From an optimization exercise on the open Yosys and OpenROAD flow, aimed at small area, a short achievable clock period and few clock cycles per item; shortcuts taken in it are not production practice.
In this exercise RTL edits were held to simulation tests only and were not proved equivalent to the original.

==> flow/design.v, too long to show whole: its modules and the start of the top module <==
// module mont_redc_ws: 922 lines
module mont_redc_ws #(
    parameter int P_WIDTH  = 64,
    parameter int W_WIDTH  = 32,
    parameter int PD_WIDTH = 2 * P_WIDTH,
    parameter int NUM_W    = P_WIDTH / W_WIDTH
) (
    input  logic                clk,
    input  logic                rst_n,
    input  logic                in_valid,
    output logic                in_ready,
    input  logic [PD_WIDTH-1:0] Mul_in,
    input  logic [P_WIDTH-1:0]  N_in,
    input  logic [W_WIDTH-1:0]  Nprime_in,
    output logic                out_valid,
    input  logic                out_ready,
    output logic [P_WIDTH-1:0]  res_out,
    output logic [P_WIDTH:0]    res_raw_out
);
  // ...
==> flow/run.sh <==
#!/bin/bash
# synth_recipe.tcl (not shown) runs the flow's synth.tcl, then flattens the netlist and writes it again
# the make line also repeats each setting of config.mk as NAME=value (left out here)
make -C /OpenROAD-flow-scripts/flow DESIGN_CONFIG=/design/flow/config.mk WORK_HOME=/design/flow/orfs CLKGATE_MAP_FILE= SYNTH_SCRIPT=/design/flow/synth_recipe.tcl finish
==> flow/config.mk <==
export PLATFORM = sky130hd
export DESIGN_NAME = mont_redc_ws
export DESIGN_NICKNAME = mont_redc_ws
export VERILOG_FILES = /design/flow/design.v
export SDC_FILE = /design/flow/constraint.sdc
export NUM_CORES = 4
export LEC_CHECK = 0
export CAP_MARGIN = 20
export CORE_MARGIN = 2
export CORE_UTILIZATION = 40
export SLEW_MARGIN = 20
==> flow/constraint.sdc <==
create_clock -name core_clock -period 16.0 [get_ports {clk}]
set_input_delay 3.2000 -clock core_clock [delete_from_list [all_inputs] [get_ports {clk}]]
set_output_delay 3.2000 -clock core_clock [all_outputs]
set_load 0.01 [all_outputs]
==> impl_metrics.ini, run 1 <==
[worst_setup_path]
slowest_stage = buf_4
reg2reg_from = n_q[1]
r2r_cells = 31
endpoint_kind = register
worst_r2r_endpoint = wc[40]
cp-start-kind = register

[final_layout]
regMostFlops = ws
multi_input_cells = 2727
inverters_excl_clock = 620
final_nets = 4951
design.seq.count = 275
final_area_mm2 = 0.0408
multi_input_area_mm2 = 0.0252

[synth]
synth.mux.area_fraction_pct = 2.14

[clocking]
cts_resized = 0

[grt]
use_met3_pct = 3.89

[placed_design]
portBuffers = 334
placed_area_mm2 = 0.0393

[outcome]
status = no timing/DRC/antenna violations

[timing]
hold_violations = 0
whs_ns = 0.547
Testbench counts, summed over its fixed seeds: cycles 48,008, items 4,800.
==> run 2, diff against run 1 <==
--- a/flow/design.v
+++ b/flow/design.v
@@ -14,41 +14,53 @@
     output logic                out_valid,
     input  logic                out_ready,
     output logic [P_WIDTH-1:0]  res_out,
     output logic [P_WIDTH:0]    res_raw_out
 );
     localparam logic [65:0] KCONST = 66'h2aaaaaaaaaaaaaaac;
     logic        st_load, st_step, st_fin;
     logic [2:0]  cnt;
-    logic        free;
+    logic        free, pv, go;
     logic [65:0] ws, wc;
     logic        cin, qtop;
+    logic [7:0]  q_q, nt_q;
     logic [63:0] n_q, thi_q;
-    logic [7:0]  np_q;
+    logic [7:0]  np_q, tl_q;
     always_ff @(posedge clk) begin
         n_q   <= N_in;
         thi_q <= Mul_in[127:64];
+        tl_q  <= Mul_in[7:0];
         np_q  <= Nprime_in[7:0];
     end
-    logic [7:0] wl, q;
-    assign wl = ws[7:0] + wc[7:0] + 8'(cin);
-    assign q  = 8'(wl * np_q) - 8'(qtop);
     logic [2:0] bd [4];
-    logic [3:0] one, two, neg, nneg;
-    assign bd[0] = {q[1], q[0], qtop};
-    assign bd[1] = {q[3], q[2], q[1]};
-    assign bd[2] = {q[5], q[4], q[3]};
-    assign bd[3] = {q[7], q[6], q[5]};
+    logic [2:0] bn [4];
+    logic [3:0] one, two, neg, nneg, onen, twon, negn, one_a, two_a, neg_a;
+    logic q7_a;
+    assign bd[0] = {q_q[1], q_q[0], qtop};
+    assign bn[0] = {np_q[1], np_q[0], 1'b0};
+    assign bd[1] = {q_q[3], q_q[2], q_q[1]};
+    assign bn[1] = {np_q[3], np_q[2], np_q[1]};
+    assign bd[2] = {q_q[5], q_q[4], q_q[3]};
+    assign bn[2] = {np_q[5], np_q[4], np_q[3]};
+    assign bd[3] = {q_q[7], q_q[6], q_q[5]};
+    assign bn[3] = {np_q[7], np_q[6], np_q[5]};
     for (genvar j = 0; j < 4; j++) begin : g_enc
         assign one[j]  = bd[j][1] ^ bd[j][0];
         assign two[j]  = (bd[j] == 3'b011) || (bd[j] == 3'b100);
         assign neg[j]  = bd[j][2];
         assign nneg[j] = ~bd[j][2];
+        assign onen[j] = bn[j][1] ^ bn[j][0];
+        assign twon[j] = (bn[j] == 3'b011) || (bn[j] == 3'b100);
+        assign negn[j] = bn[j][2];
+        assign one_a[j] = one[j] & st_step;
+        assign two_a[j] = two[j] & st_step;
+        assign neg_a[j] = neg[j] & st_step;
     end
+    assign q7_a = q_q[7] & st_step;
     logic [64:0] e0, e1, e2, e3;
     assign e0 = (({65{one[0]}} & {1'b0, n_q}) | ({65{two[0]}} & {n_q, 1'b0})) ^ {65{neg[0]}};
     assign e1 = (({65{one[1]}} & {1'b0, n_q}) | ({65{two[1]}} & {n_q, 1'b0})) ^ {65{neg[1]}};
     assign e2 = (({65{one[2]}} & {1'b0, n_q}) | ({65{two[2]}} & {n_q, 1'b0})) ^ {65{neg[2]}};
     assign e3 = (({65{one[3]}} & {1'b0, n_q}) | ({65{two[3]}} & {n_q, 1'b0})) ^ {65{neg[3]}};
     logic [73:0] ts, tc;
     wire t1, t2, t3, t4, t5, t6, t7, t8, t9, t10, t11, t12, t13, t14, t15, t16, t17, t18, t19, t20, t21, t22, t23, t24, t25, t26, t27, t28, t29, t30, t31, t32, t33, t34, t35, t36, t37, t38, t39, t40, t41, t42, t43, t44, t45, t46, t47, t48, t49, t50, t51, t52, t53, t54, t55, t56, t57, t58, t59, t60, t61, t62, t63, t64, t65, t66, t67, t68, t69, t70, t71, t72, t73, t74, t75, t76, t77, t78, t79, t80, t81, t82, t83, t84, t85, t86, t87, t88, t89, t90, t91, t92, t93, t94, t95, t96, t97, t98, t99, t100, t101, t102, t103, t104, t105, t106, t107, t108, t109, t110, t111, t112, t113, t114, t115, t116, t117, t118, t119, t120, t121, t122, t123, t124, t125, t126, t127, t128, t129, t130, t131, t132, t133, t134, t135, t136, t137, t138, t139, t140, t141, t142, t143, t144, t145, t146, t147, t148, t149, t150, t151, t152, t153, t154, t155, t156, t157, t158, t159, t160, t161, t162, t163, t164, t165, t166, t167, t168, t169, t170, t171, t172, t173, t174, t175, t176, t177, t178, t179, t180, t181, t182, t183, t184, t185, t186, t187, t188, t189, t190, t191, t192, t193, t194, t195, t196, t197, t198, t199, t200, t201, t202, t203, t204, t205, t206, t207, t208, t209, t210, t211, t212, t213, t214, t215, t216, t217, t218, t219, t220, t221, t222, t223, t224, t225, t226, t227, t228, t229, t230, t231, t232, t233, t234, t235, t236, t237, t238, t239, t240, t241, t242, t243, t244, t245, t246, t247, t248, t249, t250, t251, t252, t253, t254, t255, t256, t257, t258, t259, t260, t261, t262, t263, t264, t265, t266, t267, t268, t269, t270, t271, t272, t273, t274, t275, t276, t277, t278, t279, t280, t281, t282, t283, t284, t285, t286, t287, t288, t289, t290, t291, t292, t293, t294, t295, t296, t297, t298, t299, t300, t301, t302, t303, t304, t305, t306, t307, t308, t309, t310, t311, t312, t313, t314, t315, t316, t317, t318, t319, t320, t321, t322, t323, t324, t325, t326, t327, t328, t329, t330, t331, t332, t333, t334, t335, t336, t337, t338, t339, t340, t341, t342, t343, t344, t345, t346, t347, t348, t349, t350, t351, t352, t353, t354, t355, t356, t357, t358, t359, t360, t361, t362, t363, t364, t365, t366, t367, t368, t369, t370, t371, t372, t373, t374, t375, t376, t377, t378, t379, t380, t381, t382, t383, t384, t385, t386, t387, t388, t389, t390, t391, t392, t393, t394, t395, t396, t397, t398, t399, t400, t401, t402, t403, t404, t405, t406, t407, t408, t409, t410, t411, t412, t413, t414, t415, t416, t417, t418, t419, t420, t421, t422, t423, t424, t425, t426, t427, t428, t429, t430, t431, t432, t433, t434, t435, t436, t437, t438, t439, t440, t441, t442, t443, t444, t445, t446, t447, t448, t449, t450, t451, t452, t453, t454, t455, t456, t457, t458, t459, t460, t461, t462, t463, t464, t465, t466, t467, t468, t469, t470, t471, t472, t473, t474, t475, t476, t477, t478, t479, t480, t481, t482, t483, t484, t485, t486, t487, t488, t489, t490, t491, t492, t493, t494, t495, t496, t497, t498, t499, t500, t501, t502, t503, t504, t505, t506, t507, t508, t509, t510, t511, t512, t513, t514, t515, t516, t517, t518, t519, t520, t521, t522, t523, t524, t525, t526, t527, t528, t529, t530, t531, t532, t533, t534, t535, t536, t537, t538, t539, t540, t541, t542, t543, t544, t545, t546, t547, t548, t549, t550, t551, t552, t553, t554, t555, t556, t557, t558, t559, t560, t561, t562, t563, t564, t565, t566, t567, t568, t569, t570, t571, t572, t573, t574, t575, t576, t577, t578, t579, t580, t581, t582, t583, t584, t585, t586, t587, t588, t589, t590, t591, t592, t593, t594, t595, t596, t597, t598, t599, t600, t601, t602, t603, t604, t605, t606, t607, t608, t609, t610, t611, t612, t613, t614, t615, t616, t617, t618, t619, t620, t621, t622, t623, t624, t625, t626, t627, t628, t629, t630, t631, t632, t633, t634, t635, t636, t637, t638, t639, t640, t641, t642, t643, t644, t645, t646, t647, t648, t649, t650, t651, t652, t653, t654, t655, t656, t657, t658, t659, t660;
     assign t1 = ws[6] ^ wc[6];
@@ -859,64 +871,99 @@
     assign tc[72] = 1'b0;
     assign ts[73] = 1'b0;
     assign tc[73] = 1'b0;
     logic [65:0] ws_step, wc_step;
     logic        cin_step;
     assign ws_step  = ts[73:8];
     assign wc_step  = tc[73:8];
     assign cin_step = |(ts[7:0] | tc[7:0]);
-    logic [65:0] raw, dif;
-    assign raw = ws + wc + 66'(cin) + 66'(thi_q) + (qtop ? 66'(n_q) : 66'(0)) + KCONST;
-    assign dif = raw - 66'(n_q);
+    logic [15:0] w16, nt16, la_sum;
+    assign w16  = st_step ? (ws[15:0] + wc[15:0] + 16'(cin)) : n_q[15:0];
+    assign nt16 = {nt_q, 8'hFF};
+    wire [15:0] la_w0 = (((({16{onen[0]}} & w16) | ({16{twon[0]}} & {w16[14:0], 1'b0})) ^ {16{negn[0]}}) << 0) + (16'(negn[0]) << 0);
+    wire [15:0] la_q0 = (((({16{one_a[0]}} & nt16) | ({16{two_a[0]}} & {nt16[14:0], 1'b0})) ^ {16{neg_a[0]}}) << 0) + (16'(neg_a[0]) << 0);
+    wire [15:0] la_w1 = (((({16{onen[1]}} & w16) | ({16{twon[1]}} & {w16[14:0], 1'b0})) ^ {16{negn[1]}}) << 2) + (16'(negn[1]) << 2);
+    wire [15:0] la_q1 = (((({16{one_a[1]}} & nt16) | ({16{two_a[1]}} & {nt16[14:0], 1'b0})) ^ {16{neg_a[1]}}) << 2) + (16'(neg_a[1]) << 2);
+    wire [15:0] la_w2 = (((({16{onen[2]}} & w16) | ({16{twon[2]}} & {w16[14:0], 1'b0})) ^ {16{negn[2]}}) << 4) + (16'(negn[2]) << 4);
+    wire [15:0] la_q2 = (((({16{one_a[2]}} & nt16) | ({16{two_a[2]}} & {nt16[14:0], 1'b0})) ^ {16{neg_a[2]}}) << 4) + (16'(neg_a[2]) << 4);
+    wire [15:0] la_w3 = (((({16{onen[3]}} & w16) | ({16{twon[3]}} & {w16[14:0], 1'b0})) ^ {16{negn[3]}}) << 6) + (16'(negn[3]) << 6);
+    wire [15:0] la_q3 = (((({16{one_a[3]}} & nt16) | ({16{two_a[3]}} & {nt16[14:0], 1'b0})) ^ {16{neg_a[3]}}) << 6) + (16'(neg_a[3]) << 6);
+    wire [15:0] la_w4 = np_q[7] ? {w16[7:0], 8'd0} : 16'd0;
+    wire [15:0] la_q4 = q7_a ? 16'hFF00 : 16'd0;
+    assign la_sum = la_w0 + la_q0 + la_w1 + la_q1 + la_w2 + la_q2 + la_w3 + la_q3 + la_w4 + la_q4;
+    logic [7:0] q0;
+    assign q0 = 8'(tl_q * np_q);
+    logic [65:0] thi_x, nsel, s_fin, e_fin, r_fin, d_fin;
+    assign thi_x = 66'(thi_q);
+    assign nsel  = qtop ? {2'b0, n_q} : ~{2'b0, n_q};
+    logic [65:0] a1, b1, a2, b2, a3, b3;
+    assign a1 = ws ^ wc ^ thi_x;
+    assign b1 = {((ws & wc) | (ws & thi_x) | (wc & thi_x)), cin} ;
+    assign a2 = a1 ^ b1 ^ KCONST;
+    assign b2 = {((a1 & b1) | (a1 & KCONST) | (b1 & KCONST)), 1'b0};
+    assign a3 = a2 ^ b2 ^ nsel;
+    assign b3 = {((a2 & b2) | (a2 & nsel) | (b2 & nsel)), ~qtop};
+    assign s_fin = a2 + b2;
+    assign e_fin = a3 + b3;
+    assign r_fin = qtop ? e_fin : s_fin;    
+    assign d_fin = qtop ? s_fin : e_fin;    
     assign free        = ~out_valid | out_ready;
+    assign go          = free & in_valid & pv;
     assign res_raw_out = ws[64:0];
     assign res_out     = wc[63:0];
     always_ff @(posedge clk) begin
         if (!rst_n) begin
             st_load   <= 1'b1;
             st_step   <= 1'b0;
             st_fin    <= 1'b0;
             in_ready  <= 1'b0;
             out_valid <= 1'b0;
+            pv        <= 1'b0;
             cnt       <= '0;
         end else begin
+            pv       <= in_valid & ~(in_ready);
             in_ready <= 1'b0;
             if (st_load) begin
                 if (free) out_valid <= 1'b0;
                 cnt <= '0;
-                if (free && in_valid) begin
+                if (go) begin
                     st_load <= 1'b0;
                     st_step <= 1'b1;
                 end
             end
             if (st_step) begin
                 cnt <= cnt + 1'b1;
-                if (cnt == 3'(7)) begin
-                    st_step  <= 1'b0;
-                    st_fin   <= 1'b1;
-                    in_ready <= 1'b1;
+                if (cnt == 3'd6) in_ready <= 1'b1;
+                if (cnt == 3'd7) begin
+                    st_step <= 1'b0;
+                    st_fin  <= 1'b1;
                 end
             end
             if (st_fin) begin
                 st_fin    <= 1'b0;
                 st_load   <= 1'b1;
                 out_valid <= 1'b1;
             end
         end
     end
     always_ff @(posedge clk) begin
         if (st_step) begin
             ws   <= ws_step;
             wc   <= wc_step;
             cin  <= cin_step;
-            qtop <= q[7];
+            qtop <= q_q[7];
+            q_q  <= la_sum[15:8];
         end else if (st_fin) begin
-            ws <= {1'b0, raw[64:0]};
-            wc <= {2'b0, dif[65] ? raw[63:0] : dif[63:0]};
-        end else if (free) begin
-            ws   <= {2'b0, Mul_in[63:0]};
-            wc   <= '0;
-            cin  <= 1'b0;
+            ws <= {1'b0, r_fin[64:0]};
+            wc <= {2'b0, d_fin[65] ? r_fin[63:0] : d_fin[63:0]};
+        end else begin
+            q_q  <= q0;
+            nt_q <= la_sum[15:8];
             qtop <= 1'b0;
+            if (free) begin
+                ws   <= {2'b0, Mul_in[63:0]};
+                wc   <= '0;
+                cin  <= 1'b0;
+            end
         end
     end
 endmodule
==> run 2 against run 1 <==
Against the previous run:
- still clean
- via count rose by 15%
- count of clock-buffer cells in the layout rose by 3
- die area is 18% higher
- sequential share of layout area is 0.92 points lower
- setup slack better by 2.3 ns
- routed wire length grew 20%
- cell count up 16%
- critical path type unchanged
- largest cell class unchanged
- highest routed layer is now met5
==> impl_metrics.ini, run 2 <==
[outcome]
status = no timing/DRC/antenna violations

[drt]
vias = 34411
drtPass1Iterations = 6
routedWlPerCell_um = 24.0
drt-total-wl_mm = 146
vias_per_cell = 5.67
ant_nets = 0
drt_iter0_drc = 3103
drc_errors = 0

[timing]
hold_violations = 0
setup_tns_ns = 0
finalSetupViolCount = 0
finClkSkew_ns = 0.0307
fin_crit_sh_pct = 53.1
tightestPinTransition_ns = 1.12
rsz0062_at_grt = no
final_max_slew_viol_count = 0
max-slew-margin-rel_pct = 25.6
fmax_ghz = 0.118
period_minus_slack_ns = 8.50

[final_layout]
syn_to_final_growth_pct = 13.4
n_antenna_cell = 0
mostFrequentLayoutCells = inv_1 (727), fa_1 (490), xnor2_1 (429)
drive_gt1_share_pct = 3.80
fill_cells = 9887
regMostFlops = ws
largest_reg_flops = 65
final_nets = 5695
final_common_cell = inv_1
post-route-util_pct = 45.7

[die]
core_region_area_mm2 = 0.103
fp.dieArea_mm2 = 0.107
die_y_um = 327
num_io_pins = 359
fp.dieW_um = 327
start_util_pct = 40.3
rows = 118

[clocking]
post_cts_buffers = 0
cts_sinks = 300
h-tree-depth = 2
ctsLongestPathBuffers = 3
insertion_delay_ns = 0.64
root_buffer = clkbuf_16
cts_tree = built
cts_resized = 0
postCtsHoldBufs = 0
cts_buffers = 42
clkSlewWorstSetupHoldPaths_ns = 0.06

[synth]
ys_seq_area_share_pct = 17.9
synthMostInstantiatedCell = inv_1
synth_edf_count = 147
synth_top_area_share_pct = 23.5
synth.area.top_cells = fa_1 (24%), edfxtp_1 (11%), ha_1 (9.7%), xnor2_1 (9.0%), dfxtp_1 (7.3%)
synth_largest_area_cell = fa_1
synth_commonest_cells = inv_1 (729), fa_1 (490), xnor2_1 (429)
synth_nets = 5587
ys_warn_count = 3
synthFlopType = dfxtp_1
netlist_instances = 4546
async_flop_share_pct = 0
yosysUniqueCellTypes = 100
avgSynthCellArea_um2 = 9.18
ys_seq_elements = 300
synth_area_mm2 = 0.0417

[grt]
antenna_found_initial = 2
grt_usage_pct = 27.1
grt_pass1_wl_mm = 221
grt_max_degree = 125
grt_pass1_vias = 35139
grt-ovfl-total = 0

[worst_setup_path]
slowest_stage = ha_2
crit_chain = buf_4, clkinv_2, ha_2, o21ai_0, o311a_1, inv_1, fa_1, fa_1, inv_1, fa_1, inv_1, fa_1, fa_1, inv_1, ha_1, or3_1, o221a_2, o31a_1, o21ai_0, nand2b_1, a21oi_1, o21ai_0, xnor2_1, mux2_2
cp.arrival_ns = 8.87
endpoint_kind = register
crit_family = adder cells
required_ns = 16.37
cp_max_fo = 35
reg2reg_slack_ns = 7.50
cp-start-kind = register
critPathBufInv = 6
cpMostUsedCell = fa_1
crit_type = register to register
max_stage_delay_ns = 1.16

[job]
drv_cap = 0

[placed_design]
gp_congestion = 0.968
place_hpwl_mm = 113
portBuffers = 334

[hold_path]
hold_path_class = register to register
run 2: area by class of cell:
| cell class | instances | area (µm²) | area share [%] |
|---|---|---|---|
| Multi-Input combinational cell | 3204 | 30300 | 64.0 |
| Sequential cell | 300 | 7480 | 15.8 |
| Timing Repair Buffer | 370 | 3630 | 7.66 |
| Inverter | 736 | 2760 | 5.84 |
| Tap cell | 1380 | 1730 | 3.65 |
| Clock buffer | 61 | 1270 | 2.68 |
| Clock inverter | 16 | 161 | 0.341 |
run 2: per-layer routing:
layer	GRT usage [%]	up-vias	wire, µm
li1	-	15453	-
met1	36.5	17140	61100
met2	43.8	1541	67100
met3	4.67	275	11800
met4	10.1	2	5540
met5	0	-	18
run 2: tightest hold or removal path, delay by kind of cell (launching register included):
family | cells | cell delay [ns]
and+or+nand+nor | 1 | 0.05
AOI/OAI and AO/OA | 1 | 0.12
DFF | 1 | 0.32
run 2: cell families (layout without fill, tap and decap cells):
kind of cell,count (synthesis),in the layout,synth area share (%)
and+or+nand+nor,654,654,7.29
AOI/OAI and AO/OA,1079,1079,17.6
DFF,300,300,17.9
muxes,115,115,2.86
xor gates and xnor gates,543,543,11.5
buffers and inverters,1042,1183,9.52
adders and majority gates,813,813,33.2
run 2: metrics by stage:
step	setup slack (ns)	hold slack (ns)	cell area, µm²	instances
after floorplan	8.54	0.478	41700	4546
after global placement	7.68	0.512	45900	5990
after detailed placement	7.64	0.518	45900	5990
after CTS	7.61	0.536	47300	6067
after global routing	7.19	0.576	47300	6067
final	7.50	0.534	47300	6067
run 2: worst paths after layout:
kind,startpoint,endpoint,depth (start not counted)
setup reg to reg,q_q[1],q_q[7],24
setup / recovery,q_q[1],q_q[7],24
hold reg to reg,out_valid,out_valid,2
hold / removal,out_valid,out_valid,2
Testbench counts of run 2, summed over its fixed seeds: cycles 48,016, items 4,800.

## port drivers added, routing unchanged
In the flow no input, the clock included, has a driving cell. The finished layouts below were timed again as built, in two steps. Step 1 assumes that a clkbuf_16 drives the clock port and a buf_2 every other input. Step 2 moves the port delays by t, midway between the first and last clock arrival at a register: inputs arrive t later, outputs are due t later. That takes back most of the time a late clock gives input paths. Three values: ideal ports, drivers, drivers and shift; two values: the first two.
run	t, ns	slack for setup (ns)	clock arrival spread, ns	worst data-port slew with drivers (ns)
run 1	0.659	5.176 / 5.176 / 5.176	0.025 / 0.026	0.09
run 2	0.688	7.500 / 7.500 / 7.500	0.030 / 0.031	0.17
After both steps every run listed still meets setup and hold.
